This design comes from an exercise in tuning for small area and a short achievable clock period on the open sky130 flow, not from production work.
Function was not checked in any run shown here: the RTL went through the layout flow alone.
The clock port is modelled as an ideal driver; clocking choices that lean on that would not hold on a real chip.
No activity file was given, so power comes from the tool's default toggle rates.

## design/flow/run.sh

```bash
#!/bin/bash
# synth_recipe.tcl (not shown) runs the flow's synth.tcl, then flattens the netlist and writes it again
# the make line also repeats each setting of config.mk as NAME=value (left out here)
make -C /OpenROAD-flow-scripts/flow DESIGN_CONFIG=/design/flow/config.mk WORK_HOME=/design/flow/orfs CLKGATE_MAP_FILE= SYNTH_SCRIPT=/design/flow/synth_recipe.tcl finish
```

## design/flow/config.mk

```make
export PLATFORM = sky130hd
export DESIGN_NAME = ipdc_top
export DESIGN_NICKNAME = ipdc_top
export VERILOG_FILES = /design/flow/design.v
export SDC_FILE = /design/flow/constraint.sdc
export NUM_CORES = 4
export LEC_CHECK = 0
export ABC_CLOCK_PERIOD_IN_PS = 1700
export CAP_MARGIN = 20
export CORE_MARGIN = 2
export CORE_UTILIZATION = 40
export SETUP_SLACK_MARGIN = 1.5
export SLEW_MARGIN = 20
```

## design/flow/constraint.sdc

```tcl
create_clock -name core_clock -period 3.2 [get_ports {i_clk}]
set_input_delay 0.6400 -clock core_clock [delete_from_list [all_inputs] [get_ports {i_clk}]]
set_output_delay 0.6400 -clock core_clock [all_outputs]
set_load 0.01 [all_outputs]
```

## design/flow/design.v

```verilog
`default_nettype none
package ipdc_pkg;
    localparam int IMG_DIM  = 8;
    localparam int WIN_DIM  = 4;
    localparam int FB_DEPTH = IMG_DIM * IMG_DIM;
endpackage
`default_nettype wire
`timescale 1ns/1ps
`default_nettype none
module ipdc_top (
    input  wire logic        i_clk,
    input  wire logic        i_rst_n,
    input  wire logic        i_op_valid,
    input  wire logic [2:0]  i_op_mode,
    input  wire logic        i_in_valid,
    input  wire logic [23:0] i_in_data,
    output wire logic        o_in_ready,
    output logic             o_out_valid,
    output logic [23:0]      o_out_data
);
    logic       st_idle_r, st_ready_r, st_load_r, st_origin_r, st_disp_r;
    logic       st_idle_w, st_ready_w, st_load_w, st_origin_w, st_disp_w;
    logic [2:0] op_r;
    logic [5:0] load_cnt_r, load_cnt_w;
    logic [4:0] org_x_r, org_x_w, org_y_r, org_y_w;
    logic [3:0] beat_r, beat_w;
    logic       mode_r, mode_w;           
    logic       req_valid_r, req_valid_w, req_show_r, req_show_w;
    logic       req_valid_d_r;
    logic       shift_r;
    logic       load_acc, load_last;
    logic       op_take;
    logic       op_shr, op_shd, op_def, op_zoom, op_mode;
    assign o_in_ready = st_load_r;
    assign load_acc   = st_load_r & i_in_valid;
    assign load_last  = load_acc & (&load_cnt_r);
    assign op_take    = st_ready_r & i_op_valid;
    assign op_shr  = (op_r == 3'b001);
    assign op_shd  = (op_r == 3'b010);
    assign op_def  = (op_r == 3'b011);
    assign op_zoom = (op_r == 3'b100);
    assign op_mode = (op_r[2:1] == 2'b11);
    always_comb begin
        st_idle_w   = 1'b0;
        st_ready_w  = st_ready_r;
        st_load_w   = st_load_r;
        st_origin_w = 1'b0;
        st_disp_w   = st_disp_r;
        load_cnt_w  = load_cnt_r;
        org_x_w     = org_x_r;
        org_y_w     = org_y_r;
        beat_w      = beat_r;
        mode_w      = mode_r;
        req_valid_w = 1'b0;
        req_show_w  = 1'b0;
        if (st_idle_r) begin
            st_ready_w = 1'b1;
        end
        if (op_take) begin
            if (i_op_mode == 3'b000) begin
                st_ready_w = 1'b0;
                st_load_w  = 1'b1;
            end else if (i_op_mode != 3'b101) begin
                st_ready_w  = 1'b0;
                st_origin_w = 1'b1;
            end
        end
        if (load_acc) begin
            load_cnt_w = load_cnt_r + 6'd1;
        end
        if (load_last) begin
            st_load_w   = 1'b0;
            st_ready_w  = 1'b1;
            req_valid_w = 1'b1;
        end
        if (st_origin_r) begin
            beat_w = 4'd0;
            if (op_shr && !org_x_r[4]) org_x_w = {org_x_r[3:0], 1'b0};
            if (op_shd && !org_y_r[4]) org_y_w = {org_y_r[3:0], 1'b0};
            if (op_def) begin
                org_x_w = 5'b00001;
                org_y_w = 5'b00001;
            end
            if (op_zoom) begin
                org_x_w = 5'b00100;
                org_y_w = 5'b00100;
            end
            if (op_mode) begin
                mode_w      = ~op_r[0];
                req_valid_w = 1'b1;
                st_ready_w  = 1'b1;
            end else begin
                st_disp_w   = 1'b1;
            end
        end
        if (st_disp_r) begin
            req_valid_w = 1'b1;
            req_show_w  = 1'b1;
            beat_w      = beat_r + 4'd1;
            if (&beat_r) begin
                st_disp_w  = 1'b0;
                st_ready_w = 1'b1;
            end
        end
    end
    always_ff @(posedge i_clk) begin
        op_r <= i_op_mode;
    end
    always_ff @(posedge i_clk or negedge i_rst_n) begin
        if (!i_rst_n) begin
            st_idle_r     <= 1'b1;
            st_ready_r    <= 1'b0;
            st_load_r     <= 1'b0;
            st_origin_r   <= 1'b0;
            st_disp_r     <= 1'b0;
            load_cnt_r    <= 6'd0;
            org_x_r       <= 5'b00001;
            org_y_r       <= 5'b00001;
            beat_r        <= 4'd0;
            mode_r        <= 1'b0;
            req_valid_r   <= 1'b0;
            req_show_r    <= 1'b0;
            req_valid_d_r <= 1'b0;
            o_out_valid   <= 1'b0;
            shift_r       <= 1'b0;
        end else begin
            st_idle_r     <= st_idle_w;
            st_ready_r    <= st_ready_w;
            st_load_r     <= st_load_w;
            st_origin_r   <= st_origin_w;
            st_disp_r     <= st_disp_w;
            load_cnt_r    <= load_cnt_w;
            org_x_r       <= org_x_w;
            org_y_r       <= org_y_w;
            beat_r        <= beat_w;
            mode_r        <= mode_w;
            req_valid_r   <= req_valid_w;
            req_show_r    <= req_show_w;
            req_valid_d_r <= req_valid_r;
            o_out_valid   <= req_valid_d_r;
            shift_r       <= load_acc & ~load_last;
        end
    end
    logic [23:0] mem [0:63];
    always_ff @(posedge i_clk) begin
        if (load_acc) begin
            mem[0] <= i_in_data;
        end
    end
    for (genvar k = 1; k < 64; k++) begin : g_shift
        always_ff @(posedge i_clk) begin
            if (shift_r) begin
                mem[k] <= mem[k-1];
            end
        end
    end
    logic [7:0]  row_sel_r, col_sel_r, row_sel_w, col_sel_w;
    logic [23:0] rd_pixel_r, rd_pixel_w;
    always_comb begin
        if (st_origin_r) begin
            col_sel_w = {3'b000, org_x_w};
            row_sel_w = {3'b000, org_y_w};
        end else if (&beat_r[1:0]) begin
            col_sel_w = {3'b000, org_x_r};
            row_sel_w = {row_sel_r[6:0], 1'b0};
        end else begin
            col_sel_w = {col_sel_r[6:0], 1'b0};
            row_sel_w = row_sel_r;
        end
    end
    always_ff @(posedge i_clk) begin
        row_sel_r <= row_sel_w;
        col_sel_r <= col_sel_w;
    end
    always_comb begin
        logic [23:0] row_data;
        rd_pixel_w = '0;
        for (int r = 0; r < 8; r++) begin
            row_data = '0;
            for (int c = 0; c < 8; c++) begin
                row_data = row_data | ({24{col_sel_r[c]}} & mem[63 - 8*r - c]);
            end
            rd_pixel_w = rd_pixel_w | ({24{row_sel_r[r]}} & row_data);
        end
    end
    always_ff @(posedge i_clk) begin
        rd_pixel_r <= rd_pixel_w;
    end
    logic [7:0]  r, g, b;
    logic [7:0]  y_a, y_b, y_c, cb_a, cb_b, cb_c, cr_a, cr_b, cr_c;
    logic [23:0] sum_w, carry_w;
    logic        ycc_on, cin_r;
    assign r = rd_pixel_r[7:0];
    assign g = rd_pixel_r[15:8];
    assign b = rd_pixel_r[23:16];
    assign y_a  = {2'b00, r[7:2]};
    assign y_b  = {1'b0, g[7:1]};
    assign y_c  = {3'b000, b[7:3]};
    assign cb_a = {1'b0, b[7:1]};
    assign cb_b = {2'b00, ~g[7:2]};
    assign cb_c = {3'b001, ~r[7:3]};
    assign cr_a = {1'b0, r[7:1]};
    assign cr_b = {2'b00, ~g[7:2]};
    assign cr_c = {3'b001, ~b[7:3]};
    assign ycc_on = req_show_r & mode_r;
    always_comb begin
        if (!req_show_r) begin
            sum_w   = '0;
            carry_w = '0;
        end else if (mode_r) begin
            sum_w[7:0]     = y_a ^ y_b ^ y_c;
            sum_w[15:8]    = cb_a ^ cb_b ^ cb_c;
            sum_w[23:16]   = cr_a ^ cr_b ^ cr_c;
            carry_w[7:0]   = {(y_a[6:0] & y_b[6:0]) | (y_a[6:0] & y_c[6:0]) | (y_b[6:0] & y_c[6:0]), 1'b0};
            carry_w[15:8]  = {(cb_a[6:0] & cb_b[6:0]) | (cb_a[6:0] & cb_c[6:0]) | (cb_b[6:0] & cb_c[6:0]), 1'b1};
            carry_w[23:16] = {(cr_a[6:0] & cr_b[6:0]) | (cr_a[6:0] & cr_c[6:0]) | (cr_b[6:0] & cr_c[6:0]), 1'b1};
        end else begin
            sum_w   = rd_pixel_r;
            carry_w = '0;
        end
    end
    logic [23:0] gen_r, prop_r;
    always_ff @(posedge i_clk) begin
        gen_r  <= sum_w & carry_w;
        prop_r <= sum_w ^ carry_w;
        cin_r  <= ycc_on;
    end
    logic [23:0] add_w;
    always_comb begin
        logic [8:0] gp, pp, gn, pn;
        for (int ch = 0; ch < 3; ch++) begin
            gp = {gen_r[8*ch +: 8], (ch == 0) ? 1'b0 : cin_r};
            pp = {prop_r[8*ch +: 8], 1'b0};
            for (int d = 1; d < 9; d = d * 2) begin
                gn = gp;
                pn = pp;
                for (int i = d; i < 9; i++) begin
                    gn[i] = gp[i] | (pp[i] & gp[i-d]);
                    pn[i] = pp[i] & pp[i-d];
                end
                gp = gn;
                pp = pn;
            end
            add_w[8*ch +: 8] = prop_r[8*ch +: 8] ^ gp[7:0];
        end
    end
    always_ff @(posedge i_clk) begin
        o_out_data <= add_w;
    end
endmodule
`default_nettype wire
```

==> results.sh, run 1 <==
export IMPL_outcome="no timing/DRC/antenna violations"
export IMPL_yosysTopAreaCellShare_pct=76.46
export IMPL_synthCells=3325
export IMPL_dr_pass1_iters=5
export IMPL_p_leak_uw=0.02261
export IMPL_grt_setup_unrepaired="true"
export IMPL_area_growth_pct=19.40
export IMPL_clkLatencyLatePin_ns=0.80
export IMPL_holdWs_ns=0.2732
export IMPL_path_cells="buf_16, a22oi_1, nand4_1, a21oi_1, nand4_1"
export IMPL_clkTransAtPathRegs_ns=0.06
export IMPL_post_place_cells=5314
export IMPL_portBuffers=56
export IMPL_htreeDepth=4
export IMPL_routed_via_density=5.952
export IMPL_synth_top_cell_by_area="edfxtp_1"
export IMPL_ys_flop_type="edfxtp_1"
export IMPL_netlist_area_um2=60520
export IMPL_maxSlewHeadroom_pct=37.93
export IMPL_final_setup_tns_ns=0
export IMPL_dr_first_iter_drc_count=3739
export IMPL_cp_max_fo=21
export IMPL_grt_max_degree=145
export IMPL_path_class="reg -> reg"
export IMPL_track_usage_pct=18.95
export IMPL_routed_via_count=34030
export IMPL_antenna_found_initial=2
export IMPL_synth_async_reset_ratio_pct=1.846
export IMPL_netlist_cell_type_count=63
export IMPL_ant_nets=0
export IMPL_stdcell_count=5718
export IMPL_period_needed_ns=1.987
export IMPL_finalHoldViolCount=0
export IMPL_synth_fp_nets=3400
export IMPL_ys_warnings_count=2
export IMPL_fmax_mhz=503.3
export IMPL_cp_slowest_cell="nand4_1"
export IMPL_cap_violations=0
export IMPL_route_detailed_drc=0
export IMPL_die_y_um=393.0
export IMPL_setup_viol=0
export IMPL_layout_drive_gt1_share_pct=18.51
export IMPL_initial_core_util_pct=40.36
export IMPL_grt_pass1_vias=33120
export IMPL_grt_overflow=0
export IMPL_die_area_um2=154400
export IMPL_cts_buffer_depth=3
export IMPL_slew_violations=0
export IMPL_io_pins=57
export IMPL_dpl_hpwl_mm=77.67
export IMPL_coreArea_um2=150000
export IMPL_cp_required_ns=3.64
export IMPL_dieWidth_um=393.0
export IMPL_final_area_um2=72260
export IMPL_critPathMaxStageDelay_ns=0.48
export IMPL_critPathArrivalTime_ns=2.43
export IMPL_placed_cell_area_um2=64250
export IMPL_fin_skew_ns=0.04297
export IMPL_nets=3641
export IMPL_grt_pass1_wl_mm=219.1
export IMPL_avgSynthCellArea_um2=18.20
export IMPL_numCtsBuffers=169
export IMPL_cts_sinks=1679
export IMPL_cts_tree="yes"
export IMPL_root_buffer="clkbuf_16"
export IMPL_wl_per_cell_um=26.62
export IMPL_rows=142
export IMPL_peakVddDrop_v=0.0007375
export IMPL_finalCritPeriodShare_pct=62.09
export IMPL_drt_total_wl_mm=152.2
export IMPL_power_density_nw_per_um2=939.1
export IMPL_tightest_slew_ns=0.9311
export IMPL_crit_top_cell="nand4_1"
export IMPL_seq_area_frac_synth_pct=81.29
export IMPL_synth_area_leaders="edfxtp_1 76%, a22oi_1 10%, dfxtp_1 3.5%"
export IMPL_synth_edf_count=1541
export IMPL_crit_path_end_kind="register"
export IMPL_gp_congestion=0.7624
export IMPL_start_kind="register"
export IMPL_ys_ff_latch=1679
export IMPL_hp_class="in -> async"
## layout by cell type (no fill, tap or decap), types with 17 or more instances in the layout
cell	instances
dfrtp_1	25
inv_1	32
a41oi_1	50
dfxtp_1	61
edfxtp_1	1541
a21oi_2	25
a21oi_1	49
a22oi_1	712
dfxtp_4	19
buf_4	83
nand4_1	166
clkbuf_1	31
nand2_1	36
buf_6	48
nor2_1	48
ha_1	28
clkinv_2	26
clkbuf_16	190
a22oi_2	95
buf_12	56
clkinv_1	33
clkdlybuf4s50_1	30
mux2i_1	17
dfxtp_2	27
buf_16	18
## flip-flops by register name (all words and copies together), names as in the netlist, 3 cells and up
name and count:
mem 1536, org_x_r 5, org_y_r 5, beat_r 4, row_sel_r 8, rd_pixel_r 24, load_cnt_r 6, o_out_data 24
prop_r 24, gen_r 20, op_r 3, col_sel_r 8
## metal layers
layer	vias to the layer above	routed length, um	global-route usage (%)
li1	14420	-	-
met1	17810	66550	28.08
met2	1578	70360	29.19
met3	229	11690	2.914
met4	0	3595	5.099
met5	-	0	0
## path summary, 6_finish.rpt
| check | start | endpoint | slack [ns] | cells past startpoint |
|---|---|---|---|---|
| max | col_sel_r[3] | rd_pixel_r[21] | 1.21 | 5 |
| min | i_rst_n | mode_r | 0.27 | 2 |
| max reg2reg | col_sel_r[3] | rd_pixel_r[21] | 1.21 | 5 |
| min reg2reg | prop_r[0] | o_out_data[0] | 0.33 | 0 |
| max in group asynchronous | i_rst_n | org_y_r[0] | 2.58 | 2 |
| min in group core_clock | prop_r[0] | o_out_data[0] | 0.33 | 0 |
## Yosys cell counts (3+ instances only)
cell type	instances
a211o_1	3
a21o_1	5
a21oi_1	74
a22o_1	4
a22oi_1	807
a31oi_1	4
a41oi_1	57
and2_1	9
and3_1	4
buf_1	33
buf_2	74
clkbuf_1	96
dfrtp_1	28
dfstp_2	3
dfxtp_1	107
edfxtp_1	1541
fa_1	15
ha_1	29
inv_1	38
mux2i_1	18
nand2_1	37
nand2b_1	3
nand3_1	12
nand4_1	166
nor2_1	48
nor2b_1	10
nor3_1	4
o211a_1	14
o211ai_1	6
o21ai_0	6
o21ai_1	8
o22ai_1	3
o2bb2ai_1	4
xnor2_1	13
xor2_1	4
## stage by stage
step	setup WS (ns)	total power, uW	utilization [%]
after detailed placement	0.6783	44790	42.85
after CTS	1.217	66240	47.24
after global placement	0.6833	44590	42.82
after global routing	1.214	70480	48.19
after floorplan	-7.720	39370	-
final	1.213	67860	48.19
## cells by family after synthesis
| kind of cell | after synthesis | share of synthesized area [%] |
|---|---|---|
| DFF | 1679 | 81.29 |
| muxes | 20 | 0.3349 |
| and+or+nand+nor | 305 | 2.874 |
| adders and majority gates | 44 | 1.096 |
| xor gates and xnor gates | 17 | 0.2460 |
| AOI/OAI and AO/OA | 1016 | 12.49 |
| buffers and inverters | 243 | 1.666 |
| other | 1 | 0.006196 |
## report_power, final
group	leakage, uW	switching, uW	internal [uW]
Clock	0.00271	8300	11500
Combinational	0.00503	10700	7210
Sequential	0.0149	2240	27900
Total	0.0226	21300	46600
## final cells by class
| cell class | count | area [um^2] |
|---|---|---|
| clock inverter | 84 | 809.5 |
| inverter | 39 | 152.6 |
| sequential | 1679 | 49310 |
| multi-input combinational | 1403 | 10960 |
| tap | 2016 | 2522 |
| fill | 12400 | 77690 |
| antenna | 2 | 5.005 |
| timing repair buffer | 274 | 3794 |
| clock buffer | 221 | 4713 |
## critical path, delay by kind of cell (launching register included)
family | cells | cell delay, ns
flops | 1 | 0.41
simple gates | 2 | 0.62
compound gates | 2 | 0.39
buf+inv | 1 | 0.20
## what timing repair did
item / 4_1_cts / 5_1_grt
cloned: 6 / 21
endpoints found under the setup margin: 1181 / 85
hold buffers: 0 / 0
buffers inserted: 49 / 21
pin swaps: 28 / 105
resized for setup: 210 / 176
==> run 2, diff against run 1 <==
--- a/design/flow/config.mk
+++ b/design/flow/config.mk
@@ -7,6 +7,7 @@
 export LEC_CHECK = 0
-export ABC_CLOCK_PERIOD_IN_PS = 1700
 export CAP_MARGIN = 20
 export CORE_MARGIN = 2
-export CORE_UTILIZATION = 40
+export CORE_UTILIZATION = 60
+export CTS_CLUSTER_DIAMETER = 60
+export CTS_CLUSTER_SIZE = 20
 export SETUP_SLACK_MARGIN = 1.5
==> run 2 against run 1 <==
Net effect: still clean; synthesized cell count unchanged; count of clock-buffer cells in the layout down 74; design area down 2.4%; fmax down 10%; critical path depth up 1; global-route usage up 11 points; largest power group unchanged.
==> results.sh, run 2 <==
export IMPL_ys_warnings_count=2
export IMPL_critPathMaxStageDelay_ns=0.55
export IMPL_cp_slowest_cell="nand4_1"
export IMPL_rrSetupSlack_ns=0.99
export IMPL_routed_via_count=34540
export IMPL_largest_register="mem"
export IMPL_num_antenna_cells=0
export IMPL_crit_end="rd_pixel_r[22]"
export IMPL_netlist_area_um2=60520
export IMPL_cts_tree="yes"
export IMPL_root_buffer="clkbuf_16"
export IMPL_stdcell_count=4947
export IMPL_critPathBufInv=2
export IMPL_largest_reg_flops=1536
export IMPL_grt_max_degree=142
export IMPL_dpl_hpwl_mm=80.69
export IMPL_slew_violations=0
export IMPL_yosysTopAreaCellShare_pct=76.46
export IMPL_dr_pass1_iters=6
export IMPL_track_usage_pct=30.03
export IMPL_grt_overflow=0
export IMPL_synth_fp_nets=3400
export IMPL_dieWidth_um=321.6
export IMPL_drt_total_wl_mm=155.6
export IMPL_area_growth_pct=16.54
export IMPL_cp_required_ns=3.54
export IMPL_synth_edf_count=1541
export IMPL_portBuffers=56
export IMPL_initial_core_util_pct=60.52
export IMPL_fin_skew_ns=0.02795
export IMPL_die_y_um=321.6
export IMPL_netlist_top_cells_count="1541 x edfxtp_1, 807 x a22oi_1, 166 x nand4_1"
export IMPL_p_leak_uw=0.02211
export IMPL_synth_top_cell_by_area="edfxtp_1"
export IMPL_die_area_um2=103400
export IMPL_synth_area_leaders="edfxtp_1 76%, a22oi_1 10%, dfxtp_1 3.5%"
export IMPL_crit_path_end_kind="register"
export IMPL_power_density_nw_per_um2=921.6
export IMPL_antenna_found_initial=1
export IMPL_n_fill_cell=6188
export IMPL_ant_nets=0
export IMPL_route_detailed_drc=0
export IMPL_critPathArrivalTime_ns=2.55
export IMPL_wl_per_cell_um=31.45
export IMPL_crit_path_start="col_sel_r[7]"
export IMPL_grt_pass1_vias=33920
export IMPL_final_setup_tns_ns=0
export IMPL_nets=3626
export IMPL_path_depth=6
export IMPL_finalCritPeriodShare_pct=69.14
export IMPL_period_needed_ns=2.212
export IMPL_grt_pass1_wl_mm=228.4
export IMPL_mostFrequentLayoutCell="edfxtp_1"
export IMPL_maxSlewHeadroom_pct=43.17
export IMPL_postCtsHoldBufs=0
export IMPL_gp_congestion=0.8006
export IMPL_avgSynthCellArea_um2=18.20
export IMPL_peakVddDrop_v=0.0006434
export IMPL_hp_class="in -> async"
export IMPL_seq_area_frac_synth_pct=81.29
export IMPL_dr_first_iter_drc_count=4632
export IMPL_postLayoutCoreUtil_pct=70.53
export IMPL_numCtsBuffers=113
export IMPL_netlist_cell_type_count=63
export IMPL_setup_viol=0
export IMPL_path_class="reg -> reg"
export IMPL_cts_sinks=1679
export IMPL_routed_via_density=6.983
export IMPL_io_pins=57
export IMPL_cp_max_fo=20
export IMPL_fmax_mhz=452.0
export IMPL_rows=116
export IMPL_start_kind="register"
export IMPL_outcome="no timing/DRC/antenna violations"
export IMPL_grt_setup_unrepaired="true"
export IMPL_layout_drive_gt1_share_pct=19.48
export IMPL_ys_ff_latch=1679
export IMPL_multiInputGateArea_um2=11230
export IMPL_critPathTopFamily="simple AND/OR/NAND/NOR gates"
export IMPL_htreeDepth=3
export IMPL_synth_most_common_cell="edfxtp_1"
export IMPL_clkLatencyLatePin_ns=0.72
export IMPL_layout_common_cells="1541 x edfxtp_1, 675 x a22oi_1, 166 x nand4_1"
export IMPL_regToRegEndpoint="rd_pixel_r[22]"
export IMPL_post_place_cells=4593
export IMPL_path_cells="buf_6, buf_12, a22oi_2, a41oi_2, a21oi_1, nand4_1"
export IMPL_clkTransAtPathRegs_ns=0.08
export IMPL_r2r_start="col_sel_r[7]"
export IMPL_seqCellArea_um2=49290
export IMPL_cap_violations=0
export IMPL_cts_buffer_depth=3
export IMPL_synthCells=3325
export IMPL_finalHoldViolCount=0
export IMPL_ys_flop_type="edfxtp_1"
export IMPL_coreArea_um2=100000
export IMPL_tightest_slew_ns=0.8525
export IMPL_synth_async_reset_ratio_pct=1.846
export IMPL_r2r_cells=6
[run 2: cell counts after synthesis]
Identical to the previous run, type by type.
[run 2: cell type report]
type | instances | share of cell area (%)
sequential | 1679 | 69.89
tap | 1298 | 2.303
timing repair buffer | 315 | 6.145
clock inverter | 66 | 1.093
inverter | 39 | 0.2129
clock buffer | 147 | 4.426
multi-input combinational | 1403 | 15.93
[run 2: how the worst min path moves through the flow]
stage                   from  slack, ns  depth (start not counted)             to
2_1_floorplan      prop_r[0]       0.31                          0  o_out_data[0]
3_3_place_gp   req_valid_d_r       0.33                          0    o_out_valid
3_5_place_dp   req_valid_d_r       0.34                          0    o_out_valid
4_1_cts              i_rst_n       0.31                          2     org_y_r[4]
5_1_grt              i_rst_n       0.34                          2     org_y_r[4]
6_report             i_rst_n       0.32                          2     org_y_r[2]
[run 2: metrics by stage]
step,setup slack [ns],cell area [um^2],power [uW],hold slack [ns]
floorplan,-7.720,60520,39370,0.3096
global placement,0.5412,63360,44660,0.3348
detailed placement,0.5450,63370,45050,0.3387
CTS,1.038,69750,64150,0.3099
global route,1.040,70530,67380,0.3396
finish,0.9877,70530,65000,0.3205
[run 2: kinds of logic after synthesis]
logic type	synth area share, %
XOR/XNOR	0.2460
buffers and inverters	1.666
AND/OR/NAND/NOR	2.874
adder cells (fa/ha/maj)	1.096
AO/OA/AOI/OAI	12.49
multiplexers	0.3349
flip-flops	81.29
other	0.006196
[run 2: metal layers]
layer	routed length [um]	vias to the layer above	global-route usage (%)
li1	-	14370	-
met1	64850	18100	45.62
met2	73500	1854	46.57
met3	13530	217	4.288
met4	3686	0	7.529
met5	0	-	0
[run 2: power breakdown]
group	internal (uW)	switching, uW	total, uW
combinational	7900	11600	19500
clock	7870	7640	15500
sequential	27800	2200	30000
total	43600	21400	65000
[run 2: repair_timing]
item                                    4_1_cts  5_1_grt
gates cloned                                 27        7
pin swaps                                   104       82
gates resized for setup                     328      118
endpoints found under the setup margin     1302      335
setup buffers                                98        9
==> run 3, diff against run 2 <==
--- a/design/flow/design.v
+++ b/design/flow/design.v
@@ -16,3 +16,3 @@
     input  wire logic [23:0] i_in_data,
-    output wire logic        o_in_ready,
+    output logic             o_in_ready,
     output logic             o_out_valid,
@@ -33,3 +33,2 @@
     logic       op_shr, op_shd, op_def, op_zoom, op_mode;
-    assign o_in_ready = st_load_r;
     assign load_acc   = st_load_r & i_in_valid;
@@ -107,2 +106,6 @@
         op_r <= i_op_mode;
+    end
+    always_ff @(posedge i_clk) begin
+        o_in_ready  <= st_load_w;
+        o_out_valid <= req_valid_d_r;
     end
@@ -123,3 +126,2 @@
             req_valid_d_r <= 1'b0;
-            o_out_valid   <= 1'b0;
             shift_r       <= 1'b0;
@@ -139,3 +141,2 @@
             req_valid_d_r <= req_valid_r;
-            o_out_valid   <= req_valid_d_r;
             shift_r       <= load_acc & ~load_last;
--- a/design/flow/config.mk
+++ b/design/flow/config.mk
@@ -9,5 +9,3 @@
 export CORE_MARGIN = 2
-export CORE_UTILIZATION = 60
-export CTS_CLUSTER_DIAMETER = 60
-export CTS_CLUSTER_SIZE = 20
+export CORE_UTILIZATION = 40
 export SETUP_SLACK_MARGIN = 1.5
==> run 3 against run 2 <==
Net effect: still clean; routed wire length fell by 1.4%; sequential power is essentially flat; register-to-register slack improved by 0.13 ns; critical endpoint is now rd_pixel_r[20]; largest power group unchanged.
==> results.sh, run 3 <==
export IMPL_postCtsHoldBufs=0
export IMPL_grt_setup_unrepaired="true"
export IMPL_wl_per_cell_um=26.60
export IMPL_die_area_um2=154500
export IMPL_portBuffers=56
export IMPL_coreArea_um2=150100
export IMPL_fin_skew_ns=0.03963
export IMPL_synth_async_reset_ratio_pct=1.786
export IMPL_nets=3686
export IMPL_period_needed_ns=2.086
export IMPL_rrSetupSlack_ns=1.11
export IMPL_die_y_um=393.1
export IMPL_total_power_uw=68790
export IMPL_cts_tree="yes"
export IMPL_path_class="reg -> reg"
export IMPL_cts_sinks=1680
export IMPL_grt_max_degree=85
export IMPL_track_usage_pct=19.28
export IMPL_synth_top_cell_by_area="edfxtp_1"
export IMPL_numCtsBuffers=170
export IMPL_netlist_cell_type_count=63
export IMPL_synth_edf_count=1541
export IMPL_cts_buffer_depth=3
export IMPL_largest_register="mem"
export IMPL_clkTransAtPathRegs_ns=0.06
export IMPL_initial_core_util_pct=40.33
export IMPL_critPathArrivalTime_ns=2.55
export IMPL_p_leak_uw=0.02301
export IMPL_antenna_found_initial=1
export IMPL_synth_most_common_cell="edfxtp_1"
export IMPL_synthCells=3326
export IMPL_ys_warnings_count=2
export IMPL_routed_via_density=5.923
export IMPL_seq_area_frac_synth_pct=81.28
export IMPL_netlist_top_cells_count="1541 x edfxtp_1, 809 x a22oi_1, 167 x nand4_1"
export IMPL_postLayoutCoreUtil_pct=48.64
export IMPL_netlist_area_um2=60550
export IMPL_dr_first_iter_drc_count=4114
export IMPL_setup_viol=0
export IMPL_root_buffer="clkbuf_16"
export IMPL_ys_flop_type="edfxtp_1"
export IMPL_hp_class="in -> async"
export IMPL_routed_via_count=34180
export IMPL_tightest_slew_ns=0.6603
export IMPL_htreeDepth=4
export IMPL_grt_pass1_wl_mm=223.2
export IMPL_power_density_nw_per_um2=942.0
export IMPL_clkLatencyLatePin_ns=0.81
export IMPL_layout_common_cells="1541 x edfxtp_1, 706 x a22oi_1, 187 x clkbuf_16"
export IMPL_cap_violations=0
export IMPL_layout_drive_gt1_share_pct=19.77
export IMPL_synth_area_leaders="edfxtp_1 76%, a22oi_1 10%, dfxtp_1 3.6%"
export IMPL_holdWs_ns=0.2667
export IMPL_outcome="no timing/DRC/antenna violations"
export IMPL_ant_nets=0
export IMPL_largest_reg_flops=1536
export IMPL_dr_pass1_iters=6
export IMPL_rows=142
export IMPL_gp_congestion=0.7837
export IMPL_crit_path_end_kind="register"
export IMPL_drt_total_wl_mm=153.5
export IMPL_placed_cell_area_um2=64700
export IMPL_synth_fp_nets=3401
export IMPL_finalHoldViolCount=0
export IMPL_grt_pass1_vias=33580
export IMPL_avgSynthCellArea_um2=18.20
export IMPL_mostFrequentLayoutCell="edfxtp_1"
export IMPL_route_detailed_drc=0
export IMPL_io_pins=57
export IMPL_yosysTopAreaCellShare_pct=76.43
export IMPL_area_growth_pct=20.61
export IMPL_peakVddDrop_v=0.0006787
export IMPL_start_kind="register"
export IMPL_maxSlewHeadroom_pct=55.84
export IMPL_dpl_hpwl_mm=81.60
export IMPL_cp_max_fo=21
export IMPL_slew_violations=0
export IMPL_n_fill_cell=12210
export IMPL_final_area_um2=73030
export IMPL_final_setup_tns_ns=0
export IMPL_cp_required_ns=3.67
export IMPL_finalCritPeriodShare_pct=65.19
export IMPL_ys_ff_latch=1680
export IMPL_grt_overflow=0
export IMPL_fmax_mhz=479.3
export IMPL_dieWidth_um=393.1
==> run 3: final cells by class <==
| cell class | count | area, um^2 | area share [%] |
|---|---|---|---|
| Clock inverter | 86 | 1064 | 1.456 |
| Clock buffer | 228 | 4763 | 6.523 |
| Multi-Input combinational cell | 1403 | 11000 | 15.06 |
| Antenna cell | 1 | 2.502 | 0.003427 |
| Inverter | 39 | 146.4 | 0.2005 |
| Timing Repair Buffer | 317 | 4213 | 5.769 |
| Sequential cell | 1680 | 49320 | 67.53 |
| Tap cell | 2016 | 2522 | 3.454 |
==> run 3: per-layer routing <==
| layer | vias to the layer above | GRT usage, % | share of wire (%) |
|---|---|---|---|
| met3 | 226 | 4.183 | 8.9 |
| met2 | 1548 | 29.15 | 46 |
| met5 | - | 0 | 0.0085 |
| li1 | 14540 | - | - |
| met4 | 2 | 5.023 | 2.1 |
| met1 | 17870 | 28.27 | 43 |
==> run 3: power by group <==
group	switching, uW	total [uW]	internal [uW]
Clock	8510	20600	12100
Combinational	10800	18200	7370
Sequential	2150	30000	27900
==> run 3: worst paths after layout <==
check                      cells after the start        endpoint           from
setup / recovery                               5  rd_pixel_r[20]   col_sel_r[1]
hold / removal                                 1     req_valid_r        i_rst_n
setup reg to reg                               5  rd_pixel_r[20]   col_sel_r[1]
hold reg to reg                                0     o_out_valid  req_valid_d_r
max in group asynchronous                      2      org_x_r[0]        i_rst_n
min in group core_clock                        0     o_out_valid  req_valid_d_r
==> run 3: critical path, stage by stage (launching register included) <==
cell and delay (ns):
dfxtp_4 0.39, buf_16 0.18, a22oi_1 0.20, nand4_1 0.19
a22oi_2 0.27, nand4_1 0.50
==> run 3: cell families after synthesis <==
group	Yosys count	share of synthesized area, %
AO/OA/AOI/OAI	1013	12.45
other	1	0.006193
flip-flops	1680	81.28
buffers and inverters	243	1.674
AND/OR/NAND/NOR	307	2.899
multiplexers	20	0.3348
adder cells (fa/ha/maj)	44	1.095
XOR/XNOR	18	0.2604
==> run 3: per-stage QoR <==
step | worst slack (ns) | cells
floorplan | -7.720 | 3326
global placement | 0.6483 | 5353
detailed placement | 0.6808 | 5353
CTS | 1.204 | 5739
global route | 1.165 | 5769
finish | 1.114 | 5770
==> run 3: what timing repair did <==
item | CTS | global route
endpoints found under the setup margin | 1388 | 66
gates cloned | 12 | 13
gates resized for setup | 257 | 122
hold endpoints to repair | 0 | 0
setup buffers | 60 | 17
pin swaps | 80 | 65
==> run 4, diff against run 3 <==
--- a/design/flow/design.v
+++ b/design/flow/design.v
@@ -158,3 +158,4 @@
     logic [7:0]  row_sel_r, col_sel_r, row_sel_w, col_sel_w;
-    logic [23:0] rd_pixel_r, rd_pixel_w;
+    logic [23:0] rd_pixel;
+    logic [23:0] part_n_w [0:3];
     always_comb begin
@@ -175,16 +176,21 @@
     end
-    always_comb begin
-        logic [23:0] row_data;
-        rd_pixel_w = '0;
+    logic [23:0] part_n_r [0:3];
+    always_comb begin
+        logic [23:0] row_data [0:7];
         for (int r = 0; r < 8; r++) begin
-            row_data = '0;
+            row_data[r] = '0;
             for (int c = 0; c < 8; c++) begin
-                row_data = row_data | ({24{col_sel_r[c]}} & mem[63 - 8*r - c]);
-            end
-            rd_pixel_w = rd_pixel_w | ({24{row_sel_r[r]}} & row_data);
-        end
-    end
-    always_ff @(posedge i_clk) begin
-        rd_pixel_r <= rd_pixel_w;
-    end
+                row_data[r] = row_data[r] | ({24{col_sel_r[c]}} & mem[63 - 8*r - c]);
+            end
+        end
+        for (int q = 0; q < 4; q++) begin
+            part_n_w[q] = ~(({24{row_sel_r[2*q]}} & row_data[2*q]) | ({24{row_sel_r[2*q+1]}} & row_data[2*q+1]));
+        end
+    end
+    always_ff @(posedge i_clk) begin
+        for (int q = 0; q < 4; q++) begin
+            part_n_r[q] <= part_n_w[q];
+        end
+    end
+    assign rd_pixel = ~(part_n_r[0] & part_n_r[1] & part_n_r[2] & part_n_r[3]);
     logic [7:0]  r, g, b;
@@ -193,5 +199,5 @@
     logic        ycc_on, cin_r;
-    assign r = rd_pixel_r[7:0];
-    assign g = rd_pixel_r[15:8];
-    assign b = rd_pixel_r[23:16];
+    assign r = rd_pixel[7:0];
+    assign g = rd_pixel[15:8];
+    assign b = rd_pixel[23:16];
     assign y_a  = {2'b00, r[7:2]};
@@ -218,3 +224,3 @@
         end else begin
-            sum_w   = rd_pixel_r;
+            sum_w   = rd_pixel;
             carry_w = '0;
--- a/design/flow/config.mk
+++ b/design/flow/config.mk
@@ -9,3 +9,3 @@
 export CORE_MARGIN = 2
-export CORE_UTILIZATION = 40
+export CORE_UTILIZATION = 50
 export SETUP_SLACK_MARGIN = 1.5
==> run 4 against run 3 <==
Net effect: cell count fell by 6.5%; clock power barely moved; clock skew fell by 0.017 ns; routed wire length fell by 3.4%; die area fell by 18%; worst hold slack got worse by 0.0049 ns; design area fell by 1.2%; worst setup slack improved by 0.23 ns; area after synthesis rose by 2.2%; global-route usage rose by 3.8 points; critical path depth fell by 4.
==> results.sh, run 4 <==
export IMPL_outcome="no timing/DRC/antenna violations"
export IMPL_tightest_slew_ns=0.9767
export IMPL_dpl_hpwl_mm=79.79
export IMPL_synth_edf_count=1541
export IMPL_cp_required_ns=2.56
export IMPL_stdcell_count=5394
export IMPL_grt_setup_unrepaired="true"
export IMPL_portBuffers=56
export IMPL_die_area_um2=126600
export IMPL_initial_core_util_pct=50.20
export IMPL_numCtsBuffers=175
export IMPL_slew_violations=0
export IMPL_htreeDepth=4
export IMPL_period_needed_ns=1.861
export IMPL_coreArea_um2=123300
export IMPL_final_setup_tns_ns=0
export IMPL_postCtsHoldBufs=0
export IMPL_post_place_cells=4991
export IMPL_finalHoldViolCount=0
export IMPL_netlist_cell_type_count=64
export IMPL_netlist_area_um2=61900
export IMPL_fmax_mhz=537.3
export IMPL_synth_top_family_by_area="compound AO/OA/AOI/OAI gates"
export IMPL_seqCellArea_um2=50770
export IMPL_yosys_mux_area_fraction_pct=0.2446
export IMPL_cts_sinks=1752
export IMPL_grt_max_degree=111
export IMPL_dr_first_iter_drc_count=4345
export IMPL_clkLatencyLatePin_ns=0.79
export IMPL_synthCells=3411
export IMPL_maxSlewHeadroom_pct=34.88
export IMPL_die_y_um=355.9
export IMPL_rrSetupSlack_ns=1.40
export IMPL_root_buffer="clkbuf_16"
export IMPL_avgSynthCellArea_um2=18.15
export IMPL_ys_flop_type="edfxtp_1"
export IMPL_cts_tree="yes"
export IMPL_layout_drive_gt1_share_pct=15.68
export IMPL_setup_viol=0
export IMPL_synth_area_leaders="edfxtp_1 75%, a22oi_1 9.9%, dfxtp_1 5.9%"
export IMPL_routed_top_layer="met4"
export IMPL_n_fill_cell=9036
export IMPL_grt_overflow=0
export IMPL_peakVddDrop_v=0.0007483
export IMPL_ant_nets=0
export IMPL_wl_per_cell_um=27.47
export IMPL_cp_slowest_cell="dfxtp_2"
export IMPL_synth_fa_ha_area_share_pct=0.9541
export IMPL_cts_buffer_depth=3
export IMPL_gp_congestion=0.8131
export IMPL_nets=3687
export IMPL_p_leak_uw=0.02276
export IMPL_start_kind="register"
export IMPL_crit_path_end_kind="output pin"
export IMPL_ys_warnings_count=5
export IMPL_critPathBufInv=1
export IMPL_seq_area_frac_synth_pct=81.83
export IMPL_clkTransAtPathRegs_ns=0.06
export IMPL_mostFrequentLayoutCell="edfxtp_1"
export IMPL_dr_pass1_iters=5
export IMPL_hp_class="in -> async"
export IMPL_routed_via_density=6.346
export IMPL_largest_reg_flops=1536
export IMPL_antenna_found_initial=3
export IMPL_met2_length_mm=68.02
export IMPL_drt_total_wl_mm=148.2
export IMPL_synth_async_reset_ratio_pct=1.712
export IMPL_layout_common_cells="1541 x edfxtp_1, 807 x a22oi_1, 185 x clkbuf_16"
export IMPL_num_antenna_cells=0
export IMPL_critPathTopFamily="flip-flops"
export IMPL_largest_register="mem"
export IMPL_path_class="reg -> out"
export IMPL_netlist_top_cells_count="1541 x edfxtp_1, 816 x a22oi_1, 181 x dfxtp_1"
export IMPL_rows=129
export IMPL_path_cells="buf_6"
export IMPL_synth_compound_area_share_pct=12.15
export IMPL_critPathMaxStageDelay_ns=0.32
export IMPL_finalCritPeriodShare_pct=58.16
export IMPL_cp_max_fo=1
export IMPL_cap_violations=0
export IMPL_power_density_nw_per_um2=959.3
export IMPL_area_growth_pct=16.54
export IMPL_synth_top_cell_by_area="edfxtp_1"
export IMPL_synth_simple_area_share_pct=2.893
export IMPL_critPathArrivalTime_ns=1.22
export IMPL_io_pins=57
export IMPL_synth_most_common_cell="edfxtp_1"
export IMPL_synth_xor_area_share_pct=0.3962
export IMPL_route_detailed_drc=0
export IMPL_grt_pass1_vias=34300
export IMPL_top_regs="mem: 1536 flops, part_n_r: 96 flops"
export IMPL_fin_skew_ns=0.02221
export IMPL_synth_fp_nets=3483
export IMPL_yosysTopAreaCellShare_pct=74.76
export IMPL_track_usage_pct=23.04
export IMPL_met1_length_mm=63.28
export IMPL_multiInputGateArea_um2=10550
export IMPL_route_met3_wl_mm=13.12
export IMPL_ys_ff_latch=1752
export IMPL_routed_via_count=34230
export IMPL_grt_pass1_wl_mm=219.3
export IMPL_dieWidth_um=355.9
## run 4: changes by cell type after synthesis, sizes merged, moves of 7 or more
cell,delta
dfxtp,+72
clkbuf,+68
buf,-66
nor2,+16
o211a,-14
a211oi,+13
nand2,-10
xnor2,+10
a22oi,+7
a41oi,-7
## run 4: cell type report
type                            instances  share of cell area, %
Clock buffer                          231                  6.806
Clock inverter                         88                  1.290
Inverter                               36                 0.2099
Multi-Input combinational cell       1417                  14.62
Sequential cell                      1752                  70.38
Tap cell                             1637                  2.839
Timing Repair Buffer                  232                  3.847
Timing Repair inverter                  1                0.01041
## run 4: kinds of logic (layout without fill, tap and decap cells)
logic type	after synthesis	in the layout
flip-flops	1752	1752
AO/OA/AOI/OAI	1018	1018
AND/OR/NAND/NOR	313	313
buffers and inverters	242	588
adder cells (fa/ha/maj)	42	42
XOR/XNOR	28	28
multiplexers	15	15
other	1	1
## run 4: metrics by stage
| step | util [%] | setup slack [ns] | instance area (um^2) | total power [uW] | hold WS [ns] |
|---|---|---|---|---|---|
| global placement | 52.66 | 0.9624 | 64930 | 46370 | 0.3306 |
| floorplan | - | -7.720 | 61900 | 40990 | 0.3096 |
| finish | 58.50 | 1.339 | 72140 | 69200 | 0.2617 |
| detailed placement | 52.66 | 0.9736 | 64930 | 46910 | 0.3269 |
| CTS | 58.21 | 1.270 | 71790 | 69010 | 0.2049 |
| global route | 58.50 | 1.286 | 72140 | 71990 | 0.2666 |
## run 4: final timing paths
kind	depth (start not counted)	from	end
max	1	o_out_data[17]	o_out_data[17]
min	2	i_rst_n	org_y_r[1]
max reg2reg	5	part_n_r[0][7]	prop_r[12]
min reg2reg	0	req_valid_d_r	o_out_valid
max in group asynchronous	2	i_rst_n	org_y_r[0]
min in group core_clock	0	req_valid_d_r	o_out_valid
## run 4: metal layers
layer	track usage [%]	vias up
li1	-	14630
met1	33.90	17740
met2	34.50	1632
met3	5.193	227
met4	7.122	0
met5	0	-
## run 4: worst register-to-register path, stage by stage, from the launching register on
cell and delay [ns]:
dfxtp_4 0.39, and4_4 0.26, inv_2 0.06, fa_1 0.45
a211oi_2 0.25, ha_1 0.28
## run 4: what timing repair did
action | in CTS | in global routing
setup endpoints to repair | 1440 | 252
buffers inserted | 75 | 5
pin swaps | 37 | 25
gates resized for setup | 204 | 68
cloned | 2 | 2
## run 4: where the power goes
part,switching (uW),internal (uW)
Sequential,2520,29400
Combinational,10400,6140
Clock,8490,12200
==> run 5, diff against run 4 <==
--- a/design/flow/design.v
+++ b/design/flow/design.v
@@ -158,4 +158,3 @@
     logic [7:0]  row_sel_r, col_sel_r, row_sel_w, col_sel_w;
-    logic [23:0] rd_pixel;
-    logic [23:0] part_n_w [0:3];
+    logic [23:0] rd_pixel_r, rd_pixel_w;
     always_comb begin
@@ -176,21 +175,16 @@
     end
-    logic [23:0] part_n_r [0:3];
-    always_comb begin
-        logic [23:0] row_data [0:7];
+    always_comb begin
+        logic [23:0] row_data;
+        rd_pixel_w = '0;
         for (int r = 0; r < 8; r++) begin
-            row_data[r] = '0;
+            row_data = '0;
             for (int c = 0; c < 8; c++) begin
-                row_data[r] = row_data[r] | ({24{col_sel_r[c]}} & mem[63 - 8*r - c]);
-            end
-        end
-        for (int q = 0; q < 4; q++) begin
-            part_n_w[q] = ~(({24{row_sel_r[2*q]}} & row_data[2*q]) | ({24{row_sel_r[2*q+1]}} & row_data[2*q+1]));
-        end
-    end
-    always_ff @(posedge i_clk) begin
-        for (int q = 0; q < 4; q++) begin
-            part_n_r[q] <= part_n_w[q];
-        end
-    end
-    assign rd_pixel = ~(part_n_r[0] & part_n_r[1] & part_n_r[2] & part_n_r[3]);
+                row_data = row_data | ({24{col_sel_r[c]}} & mem[63 - 8*r - c]);
+            end
+            rd_pixel_w = rd_pixel_w | ({24{row_sel_r[r]}} & row_data);
+        end
+    end
+    always_ff @(posedge i_clk) begin
+        rd_pixel_r <= rd_pixel_w;
+    end
     logic [7:0]  r, g, b;
@@ -199,5 +193,5 @@
     logic        ycc_on, cin_r;
-    assign r = rd_pixel[7:0];
-    assign g = rd_pixel[15:8];
-    assign b = rd_pixel[23:16];
+    assign r = rd_pixel_r[7:0];
+    assign g = rd_pixel_r[15:8];
+    assign b = rd_pixel_r[23:16];
     assign y_a  = {2'b00, r[7:2]};
@@ -224,3 +218,3 @@
         end else begin
-            sum_w   = rd_pixel;
+            sum_w   = rd_pixel_r;
             carry_w = '0;
==> design/flow/flow/run.sh (new file) <==
#!/bin/bash
set -euo pipefail
here=$(pwd)
export PRE_GLOBAL_ROUTE_TCL="$here/flow/pre_grt.tcl"
bash standard.sh synth > "$here/log_synth.txt" 2>&1
bash standard.sh floorplan > "$here/log_floorplan.txt" 2>&1
bash standard.sh place > "$here/log_place.txt" 2>&1
bash standard.sh cts > "$here/log_cts.txt" 2>&1
bash standard.sh finish > "$here/log_route_finish.txt" 2>&1
==> design/flow/flow/pre_grt.tcl (new file) <==
proc my_rm_clock_root {portname maxload} {
  set block [ord::get_db_block]
  set bt [$block findBTerm $portname]
  set clknet [$bt getNet]
  set its [$clknet getITerms]
  if {[llength $its] != 1} { puts "RMROOT: port drives [llength $its] pins, left alone"; return 0 }
  set in [lindex $its 0]
  set root [$in getInst]
  set master [[$root getMaster] getName]
  if {![string match "*clkbuf*" $master]} { puts "RMROOT: load is $master, left alone"; return 0 }
  set out ""
  foreach it [$root getITerms] { if {[$it isOutputSignal]} { set out $it } }
  set onet [$out getNet]
  set loads {}
  foreach it [$onet getITerms] { if {$it ne $out} { lappend loads $it } }
  if {[llength $loads] > $maxload || [llength [$onet getBTerms]] > 0} { puts "RMROOT: root drives [llength $loads] pins, left alone"; return 0 }
  set rname [$root getName]
  foreach it $loads { $it disconnect }
  $in disconnect
  $out disconnect
  odb::dbInst_destroy $root
  odb::dbNet_destroy $onet
  foreach it $loads { $it connect $clknet }
  puts "RMROOT: removed $rname, the clock port now drives [llength $loads] pins"
  return 1
}
my_rm_clock_root i_clk 4
==> design/flow/standard.sh (new file) <==
#!/bin/bash
# synth_recipe.tcl (not shown) runs the flow's synth.tcl, then flattens the netlist and writes it again
# the make line also repeats each setting of config.mk as NAME=value (left out here)
make -C /OpenROAD-flow-scripts/flow DESIGN_CONFIG=/design/flow/config.mk WORK_HOME=/design/flow/orfs CLKGATE_MAP_FILE= SYNTH_SCRIPT=/design/flow/synth_recipe.tcl "${@:-finish}"
--- a/design/flow/config.mk
+++ b/design/flow/config.mk
@@ -9,3 +9,5 @@
 export CORE_MARGIN = 2
-export CORE_UTILIZATION = 50
+export CORE_UTILIZATION = 40
+export CTS_CLUSTER_DIAMETER = 100
+export CTS_CLUSTER_SIZE = 30
 export SETUP_SLACK_MARGIN = 1.5
removed: design/flow/run.sh
==> run 5 against run 4 <==
Net effect: still clean on timing, DRC and antenna; sequential share of layout area grew 0.83 points; fmax shrank 9.1%; synthesized cell count shrank 2.5%; global-route usage shrank 4.1 points; sequential power shrank 6%; register-to-register slack lost 0.25 ns; first-iteration DRC count shrank 6.5%; non-clock buffer count grew 80.
==> results.sh, run 5 <==
export IMPL_largest_reg_flops=1536
export IMPL_final_area_um2=69270
export IMPL_fmax_mhz=488.4
export IMPL_dr_first_iter_drc_count=4062
export IMPL_critPathBufInv=1
export IMPL_post_place_cells=5353
export IMPL_outcome="no timing/DRC/antenna violations"
export IMPL_dr_pass1_iters=6
export IMPL_clkLatencyLatePin_ns=0.69
export IMPL_ys_warnings_count=2
export IMPL_maxSlewHeadroom_pct=54.37
export IMPL_path_cells="buf_16, a22oi_1, nand4_1, a22oi_2, nand4_1"
export IMPL_synth_async_reset_ratio_pct=1.786
export IMPL_cts_buffer_depth=3
export IMPL_nets=3578
export IMPL_synthCells=3326
export IMPL_seq_area_frac_synth_pct=81.28
export IMPL_synth_area_leaders="edfxtp_1 76%, a22oi_1 10%, dfxtp_1 3.6%"
export IMPL_p_leak_uw=0.02110
export IMPL_die_area_um2=154500
export IMPL_coreArea_um2=150100
export IMPL_wl_per_cell_um=27.05
export IMPL_yosysTopAreaCellShare_pct=76.43
export IMPL_portBuffers=56
export IMPL_cap_violations=0
export IMPL_cp_max_fo=11
export IMPL_finalCritPeriodShare_pct=63.99
export IMPL_final_setup_tns_ns=0
export IMPL_peakVddDrop_v=0.0004325
export IMPL_area_growth_pct=14.40
export IMPL_stdcell_count=5564
export IMPL_synth_fp_nets=3401
export IMPL_netlist_area_um2=60550
export IMPL_cp_slowest_cell="nand4_1"
export IMPL_rows=142
export IMPL_critPathArrivalTime_ns=2.42
export IMPL_gp_congestion=0.7837
export IMPL_critPathMaxStageDelay_ns=0.49
export IMPL_initial_core_util_pct=40.33
export IMPL_grt_max_degree=85
export IMPL_clkTransAtPathRegs_ns=0.12
export IMPL_start_kind="register"
export IMPL_netlist_top_cells_count="1541 x edfxtp_1, 809 x a22oi_1, 167 x nand4_1"
export IMPL_grt_setup_unrepaired="true"
export IMPL_seqCellArea_um2=49330
export IMPL_io_pins=57
export IMPL_cp_required_ns=3.57
export IMPL_dieWidth_um=393.1
export IMPL_synth_edf_count=1541
export IMPL_tightest_slew_ns=0.6822
export IMPL_critPathTopFamily="simple AND/OR/NAND/NOR gates"
export IMPL_power_density_nw_per_um2=847.6
export IMPL_synth_most_common_cell="edfxtp_1"
export IMPL_grt_pass1_vias=32210
export IMPL_cts_sinks=1680
export IMPL_cts_tree="yes"
export IMPL_placed_cell_area_um2=64700
export IMPL_n_fill_cell=12550
export IMPL_htreeDepth=3
export IMPL_ys_flop_type="edfxtp_1"
export IMPL_setup_viol=0
export IMPL_ant_nets=0
export IMPL_multiInputGateArea_um2=11160
export IMPL_die_y_um=393.1
export IMPL_root_buffer="clkbuf_16"
export IMPL_layout_common_cells="1541 x edfxtp_1, 690 x a22oi_1, 167 x nand4_1"
export IMPL_drt_total_wl_mm=150.5
export IMPL_antenna_found_initial=5
export IMPL_track_usage_pct=18.96
export IMPL_ys_ff_latch=1680
export IMPL_hp_class="in -> async"
export IMPL_routed_via_count=33350
export IMPL_route_detailed_drc=0
export IMPL_holdWs_ns=0.3559
export IMPL_synth_top_cell_by_area="edfxtp_1"
export IMPL_netlist_cell_type_count=63
export IMPL_avgSynthCellArea_um2=18.20
export IMPL_fin_skew_ns=0.03648
export IMPL_finalHoldViolCount=0
export IMPL_mostFrequentLayoutCell="edfxtp_1"
export IMPL_slew_violations=0
export IMPL_grt_overflow=0
export IMPL_layout_drive_gt1_share_pct=16.50
export IMPL_grt_pass1_wl_mm=219.3
export IMPL_crit_path_end_kind="register"
export IMPL_crit_top_cell="nand4_1"
export IMPL_routed_via_density=5.994
export IMPL_numCtsBuffers=67
export IMPL_period_needed_ns=2.048
export IMPL_dpl_hpwl_mm=81.60
export IMPL_largest_register="mem"
export IMPL_path_class="reg -> reg"
run 5: final timing paths:
path	from	endpoint	slack (ns)	cells past startpoint
worst max-delay path	col_sel_r[1]	rd_pixel_r[20]	1.15	5
worst min-delay path	i_rst_n	req_valid_d_r	0.36	1
worst max register to register	col_sel_r[1]	rd_pixel_r[20]	1.15	5
worst min register to register	req_valid_r	req_valid_d_r	0.36	0
max in group asynchronous	i_rst_n	org_x_r[0]	2.16	2
min in group core_clock	req_valid_r	req_valid_d_r	0.36	0
run 5: layer usage:
layer / vias to the layer above / global-route usage [%] / wire [um]
li1: 14200 / - / -
met1: 17550 / 28.48 / 66720
met2: 1454 / 29.13 / 69250
met3: 144 / 2.981 / 12080
met4: 0 / 4.159 / 2477
met5: - / 0 / 0
run 5: what timing repair did:
action	in CTS	in global routing
endpoints found under the setup margin	1446	67
resized for setup	236	173
pin swaps	43	136
buffers inserted	61	12
cloned	18	6
hold buffers	0	0
run 5: cell type report:
type                       count  area share [%]
inverter                      39          0.2168
antenna                        2        0.007225
clock buffer                 106           2.693
timing repair buffer         312           5.992
clock inverter                 6          0.1228
sequential                  1680           71.21
tap                         2016           3.642
multi-input combinational   1403           16.11
run 5: cell families (layout without fill, tap and decap cells):
family | after synthesis | after routing | share of synthesized area (%)
flip-flops | 1680 | 1680 | 81.28
AO/OA/AOI/OAI | 1013 | 1013 | 12.45
AND/OR/NAND/NOR | 307 | 307 | 2.899
buffers and inverters | 243 | 463 | 1.674
adder cells (fa/ha/maj) | 44 | 44 | 1.095
multiplexers | 20 | 20 | 0.3348
XOR/XNOR | 18 | 18 | 0.2604
other | 1 | 3 | 0.006193
run 5: power breakdown:
part           internal, uW  switching [uW]
Sequential            27800            2150
Clock                  4150            6550
Combinational          7280           10800
run 5: per-stage QoR:
stage	utilization [%]	power [uW]	setup WS, ns
5_1_grt	46.14	61120	1.196
2_1_floorplan	-	39290	-7.720
3_5_place_dp	43.09	44900	0.6808
6_report	46.14	58710	1.152
3_3_place_gp	43.09	44760	0.6483
4_1_cts	45.44	57810	1.212
run 5: worst register-to-register path: cells and delay by family, from the launching register on:
family | cells | cell delay [ns]
buf+inv | 1 | 0.18
compound gates | 2 | 0.46
simple gates | 2 | 0.68
flops | 1 | 0.42
==> run 6, diff against run 5 <==
--- a/design/flow/design.v
+++ b/design/flow/design.v
@@ -158,3 +158,4 @@
     logic [7:0]  row_sel_r, col_sel_r, row_sel_w, col_sel_w;
-    logic [23:0] rd_pixel_r, rd_pixel_w;
+    logic [23:0] rd_pixel;
+    logic [23:0] part_n_w [0:3];
     always_comb begin
@@ -175,16 +176,21 @@
     end
-    always_comb begin
-        logic [23:0] row_data;
-        rd_pixel_w = '0;
+    logic [23:0] part_n_r [0:3];
+    always_comb begin
+        logic [23:0] row_data [0:7];
         for (int r = 0; r < 8; r++) begin
-            row_data = '0;
+            row_data[r] = '0;
             for (int c = 0; c < 8; c++) begin
-                row_data = row_data | ({24{col_sel_r[c]}} & mem[63 - 8*r - c]);
-            end
-            rd_pixel_w = rd_pixel_w | ({24{row_sel_r[r]}} & row_data);
-        end
-    end
-    always_ff @(posedge i_clk) begin
-        rd_pixel_r <= rd_pixel_w;
-    end
+                row_data[r] = row_data[r] | ({24{col_sel_r[c]}} & mem[63 - 8*r - c]);
+            end
+        end
+        for (int q = 0; q < 4; q++) begin
+            part_n_w[q] = ~(({24{row_sel_r[2*q]}} & row_data[2*q]) | ({24{row_sel_r[2*q+1]}} & row_data[2*q+1]));
+        end
+    end
+    always_ff @(posedge i_clk) begin
+        for (int q = 0; q < 4; q++) begin
+            part_n_r[q] <= part_n_w[q];
+        end
+    end
+    assign rd_pixel = ~(part_n_r[0] & part_n_r[1] & part_n_r[2] & part_n_r[3]);
     logic [7:0]  r, g, b;
@@ -193,5 +199,5 @@
     logic        ycc_on, cin_r;
-    assign r = rd_pixel_r[7:0];
-    assign g = rd_pixel_r[15:8];
-    assign b = rd_pixel_r[23:16];
+    assign r = rd_pixel[7:0];
+    assign g = rd_pixel[15:8];
+    assign b = rd_pixel[23:16];
     assign y_a  = {2'b00, r[7:2]};
@@ -218,3 +224,3 @@
         end else begin
-            sum_w   = rd_pixel_r;
+            sum_w   = rd_pixel;
             carry_w = '0;
==> design/flow/flow/run.sh (replaced) <==
#!/bin/bash
# The standard layout (standard.sh), with one change to the clock tree. Before global routing,
# flow/pre_grt.tcl keeps the clock tree's leaf buffers (those that drive registers), removes the
# buffers above them, and drives the leaves from 4 new clock buffers, one per quadrant group of
# leaves, that the clock port drives directly. Every register still gets its clock through two
# buffers, from a balanced tree. Global routing then repairs timing as usual.
# Each step's full output goes to a log file of its own in this folder.
set -euo pipefail
here=$(pwd)
export PRE_GLOBAL_ROUTE_TCL="$here/flow/pre_grt.tcl"
bash standard.sh synth > "$here/log_1_synth.txt" 2>&1
bash standard.sh floorplan > "$here/log_2_floorplan.txt" 2>&1
bash standard.sh place > "$here/log_3_place.txt" 2>&1
bash standard.sh cts > "$here/log_4_cts.txt" 2>&1
bash standard.sh finish > "$here/log_5_route_finish.txt" 2>&1
==> design/flow/flow/pre_grt.tcl (replaced) <==
proc my_clock_retop {portname bufmaster ngroups} {
  set block [ord::get_db_block]
  set db [ord::get_db]
  set bt [$block findBTerm $portname]
  set clknet [$bt getNet]
  set master [$db findMaster $bufmaster]
  # walk the tree of buffers below the port; a leaf is a buffer that drives a register
  set upper {}
  set leaves {}
  set frontier [list $clknet]
  set seen [dict create]
  while {[llength $frontier]} {
    set next {}
    foreach net $frontier {
      foreach it [$net getITerms] {
        if {![$it isInputSignal]} { continue }
        set inst [$it getInst]
        set mname [[$inst getMaster] getName]
        if {![string match "*clkbuf*" $mname]} { continue }
        if {[dict exists $seen [$inst getName]]} { continue }
        dict set seen [$inst getName] 1
        set onet "NULL"
        foreach t [$inst getITerms] { if {[$t isOutputSignal]} { set onet [$t getNet] } }
        if {$onet eq "NULL" || $onet eq ""} { lappend upper $inst; continue }
        set drives_reg 0
        foreach t [$onet getITerms] {
          if {![$t isInputSignal]} { continue }
          set m2 [[[$t getInst] getMaster] getName]
          if {![string match "*clkbuf*" $m2]} { set drives_reg 1 }
        }
        if {$drives_reg} { lappend leaves $inst } else { lappend upper $inst }
        lappend next $onet
      }
    }
    set frontier $next
  }
  if {[llength $leaves] < $ngroups} { puts "RETOP: [llength $leaves] leaves, left alone"; return 0 }
  # group the leaves: split by x into halves, then each half by y
  set pts {}
  foreach l $leaves { set b [$l getBBox]; lappend pts [list $l [expr {([$b xMin]+[$b xMax])/2}] [expr {([$b yMin]+[$b yMax])/2}]] }
  set pts [lsort -integer -index 1 $pts]
  set h [expr {[llength $pts] / 2}]
  set groups {}
  foreach half [list [lrange $pts 0 [expr {$h-1}]] [lrange $pts $h end]] {
    set half [lsort -integer -index 2 $half]
    set q [expr {[llength $half] / 2}]
    lappend groups [lrange $half 0 [expr {$q-1}]] [lrange $half $q end]
  }
  # detach everything above the leaves
  foreach l $leaves {
    foreach t [$l getITerms] { if {[$t isInputSignal]} { $t disconnect } }
  }
  set oldnets {}
  foreach u $upper {
    foreach t [$u getITerms] {
      set n [$t getNet]
      if {$n ne "NULL" && $n ne "" && $n ne $clknet} { lappend oldnets $n }
      if {[$t isInputSignal] || [$t isOutputSignal]} { $t disconnect }
    }
    odb::dbInst_destroy $u
  }
  foreach n [lsort -unique $oldnets] {
    if {[llength [$n getITerms]] == 0 && [llength [$n getBTerms]] == 0} { odb::dbNet_destroy $n }
  }
  # new top buffers
  set k 0
  foreach g $groups {
    set sx 0; set sy 0
    foreach p $g { incr sx [lindex $p 1]; incr sy [lindex $p 2] }
    set cx [expr {$sx / [llength $g]}]; set cy [expr {$sy / [llength $g]}]
    set inst [odb::dbInst_create $block $master "clkbuf_top_$k"]
    $inst setLocation $cx $cy
    $inst setPlacementStatus PLACED
    set net [odb::dbNet_create $block "clknet_top_$k"]
    $net setSigType CLOCK
    foreach t [$inst getITerms] {
      if {[$t isInputSignal]} { $t connect $clknet }
      if {[$t isOutputSignal]} { $t connect $net }
    }
    foreach p $g {
      foreach t [[lindex $p 0] getITerms] { if {[$t isInputSignal]} { $t connect $net } }
    }
    incr k
  }
  puts "RETOP: removed [llength $upper] buffers above [llength $leaves] leaves, added $k top buffers"
  return 1
}

if {[my_clock_retop i_clk sky130_fd_sc_hd__clkbuf_16 4]} {
  detailed_placement
  check_placement -verbose
}
--- a/design/flow/config.mk
+++ b/design/flow/config.mk
@@ -9,6 +9,6 @@
 export CORE_MARGIN = 2
-export CORE_UTILIZATION = 40
-export CTS_CLUSTER_DIAMETER = 100
-export CTS_CLUSTER_SIZE = 30
-export SETUP_SLACK_MARGIN = 1.5
+export CORE_UTILIZATION = 50
+export CTS_CLUSTER_DIAMETER = 80
+export CTS_CLUSTER_SIZE = 25
+export SETUP_SLACK_MARGIN = 1.6
 export SLEW_MARGIN = 20
==> run 6 against run 5 <==
Net effect: register-to-register slack better by 0.26 ns; count of clock-buffer cells in the layout decreased by 28; clock skew increased by 0.022 ns; via count increased by 2.4%; global-route usage is 3.8 points higher; critical path depth stayed put; area after synthesis is 2.2% higher; largest power group unchanged.
==> results.sh, run 6 <==
export IMPL_outcome="no timing/DRC/antenna violations"
export IMPL_dr_pass1_iters=6
export IMPL_holdWs_ns=0.3606
export IMPL_mostFrequentLayoutCell="edfxtp_1"
export IMPL_grt_overflow=0
export IMPL_die_y_um=355.9
export IMPL_largest_register="mem"
export IMPL_period_needed_ns=1.785
export IMPL_portBuffers=56
export IMPL_peakVddDrop_v=0.0005663
export IMPL_power_switching_uw=21100
export IMPL_maxSlewHeadroom_pct=25.54
export IMPL_hp_class="reg -> reg"
export IMPL_power_density_nw_per_um2=888.8
export IMPL_critPathArrivalTime_ns=2.22
export IMPL_swShare_pct=33.53
export IMPL_ys_flop_type="edfxtp_1"
export IMPL_postLayoutCoreUtil_pct=57.40
export IMPL_synth_async_reset_ratio_pct=1.712
export IMPL_clkTransAtPathRegs_ns=0.10
export IMPL_netlist_top_cells_count="1541 x edfxtp_1, 816 x a22oi_1, 181 x dfxtp_1"
export IMPL_finalCritPeriodShare_pct=55.77
export IMPL_synthCells=3411
export IMPL_cts_buffer_depth=3
export IMPL_routed_via_count=34160
export IMPL_p_leak_uw=0.02174
export IMPL_area_growth_pct=14.36
export IMPL_fin_skew_ns=0.05821
export IMPL_drt_total_wl_mm=155.2
export IMPL_multiInputGateArea_um2=11270
export IMPL_die_area_um2=126600
export IMPL_antenna_found_initial=5
export IMPL_pwr_share_clk_pct=18.6
export IMPL_n_fill_cell=9134
export IMPL_avgSynthCellArea_um2=18.15
export IMPL_rows=129
export IMPL_tightest_slew_ns=1.117
export IMPL_postCtsHoldBufs=0
export IMPL_initial_core_util_pct=50.20
export IMPL_numCtsBuffers=86
export IMPL_track_usage_pct=22.73
export IMPL_p_int_uw=41820
export IMPL_pwr_share_comb_pct=30.8
export IMPL_layout_common_cells="1541 x edfxtp_1, 724 x a22oi_1, 168 x nand4_1"
export IMPL_grt_max_degree=89
export IMPL_route_detailed_drc=0
export IMPL_fmax_mhz=560.3
export IMPL_cp_required_ns=3.64
export IMPL_netlist_cell_type_count=64
export IMPL_finalHoldViolCount=0
export IMPL_ant_nets=0
export IMPL_start_kind="register"
export IMPL_gp_congestion=0.8131
export IMPL_path_class="reg -> reg"
export IMPL_cts_sinks=1752
export IMPL_layout_drive_gt1_share_pct=17.52
export IMPL_crit_path_end_kind="register"
export IMPL_setup_viol=0
export IMPL_seq_power_share_pct=50.6
export IMPL_ys_ff_latch=1752
export IMPL_synth_area_leaders="edfxtp_1 75%, a22oi_1 9.9%, dfxtp_1 5.9%"
export IMPL_seq_area_frac_synth_pct=81.83
export IMPL_routed_via_density=6.527
export IMPL_largest_reg_flops=1536
export IMPL_synth_edf_count=1541
export IMPL_synth_most_common_cell="edfxtp_1"
export IMPL_grt_pass1_wl_mm=218.8
export IMPL_grt_setup_unrepaired="true"
export IMPL_final_setup_tns_ns=0
export IMPL_synth_fp_nets=3483
export IMPL_dpl_hpwl_mm=79.79
export IMPL_nets=3650
export IMPL_clkLatencyLatePin_ns=0.57
export IMPL_ys_warnings_count=5
export IMPL_io_pins=57
export IMPL_top_regs="mem: 1536 flops, part_n_r: 96 flops"
export IMPL_cts_tree="yes"
export IMPL_coreArea_um2=123300
export IMPL_seqCellArea_um2=50790
export IMPL_yosysTopAreaCellShare_pct=74.76
export IMPL_cap_violations=0
export IMPL_cp_max_fo=4
export IMPL_slew_violations=0
export IMPL_dieWidth_um=355.9
export IMPL_root_buffer="clkbuf_16"
export IMPL_htreeDepth=3
export IMPL_wl_per_cell_um=29.65
export IMPL_grt_pass1_vias=33490
export IMPL_netlist_area_um2=61900
export IMPL_synth_top_cell_by_area="edfxtp_1"
export IMPL_dr_first_iter_drc_count=4693
-- run 6: worst paths after layout --
check                                      from             to  slack (ns)  depth (start not counted)
worst max-delay path            part_n_r[3][14]     prop_r[12]        1.42                          5
worst min-delay path              req_valid_d_r    o_out_valid        0.36                          0
worst max register to register  part_n_r[3][14]     prop_r[12]        1.42                          5
worst min register to register    req_valid_d_r    o_out_valid        0.36                          0
max in group asynchronous               i_rst_n     org_y_r[0]        2.39                          2
min in group asynchronous               i_rst_n  req_valid_d_r        0.46                          2
-- run 6: layer usage --
| layer | wire, um | GRT usage (%) |
|---|---|---|
| met3 | 13010 | 3.324 |
| met1 | 66840 | 34.57 |
| met4 | 3769 | 4.954 |
| met5 | 12 | 0 |
| met2 | 71540 | 35.12 |
-- run 6: worst max-delay path: stages, from the launching register on --
cell and delay, ns:
dfxtp_4 0.40, nand4_1 0.11, buf_6 0.16, fa_2 0.48
a211oi_4 0.23, ha_1 0.27
-- run 6: kinds of logic after synthesis --
| kind of cell | Yosys count | synth area share, % |
|---|---|---|
| other | 1 | 0.006058 |
| XOR/XNOR | 28 | 0.3962 |
| buffers and inverters | 242 | 1.530 |
| AND/OR/NAND/NOR | 313 | 2.893 |
| flip-flops | 1752 | 81.83 |
| AO/OA/AOI/OAI | 1018 | 12.15 |
| multiplexers | 15 | 0.2446 |
| adder cells (fa/ha/maj) | 42 | 0.9541 |
-- run 6: power groups by stage --
stage	logic (uW)	registers, uW	clock network [uW]
2_1_floorplan	8130	32900	0
3_3_place_gp	14000	32400	0
3_5_place_dp	14300	32600	0
4_1_cts	16700	31700	12900
5_1_grt	20400	32200	12700
6_report	19400	31800	11700
-- run 6: cell type report --
| cell class | count | area share [%] |
|---|---|---|
| diodes | 1 | 0.003535 |
| plain buffers | 4 | 0.1414 |
| clock buffers | 78 | 2.757 |
| clock inverters | 20 | 0.3694 |
| inverters | 36 | 0.2103 |
| multi-input cells | 1417 | 15.92 |
| flip-flops and latches | 1752 | 71.76 |
| well taps | 1637 | 2.894 |
| repair buffers | 288 | 5.934 |
| repair inverters | 1 | 0.01061 |
-- run 6: timing repair --
| item | in CTS | in global routing |
|---|---|---|
| buffers inserted | 76 | 26 |
| pin swaps | 63 | 100 |
| gates resized for setup | 284 | 210 |
| setup endpoints to repair | 1659 | 986 |
| gates cloned | 8 | 30 |
-- run 6: through the flow --
step | cell area [um^2] | total power [uW] | worst slack (ns) | instances
floorplan | 61900 | 40990 | -7.720 | 3411
global placement | 64930 | 46370 | 0.9624 | 4991
detailed placement | 64930 | 46910 | 0.9736 | 4991
CTS | 69160 | 61400 | 1.371 | 5231
global route | 70780 | 65320 | 1.365 | 5233
finish | 70790 | 62920 | 1.415 | 5234
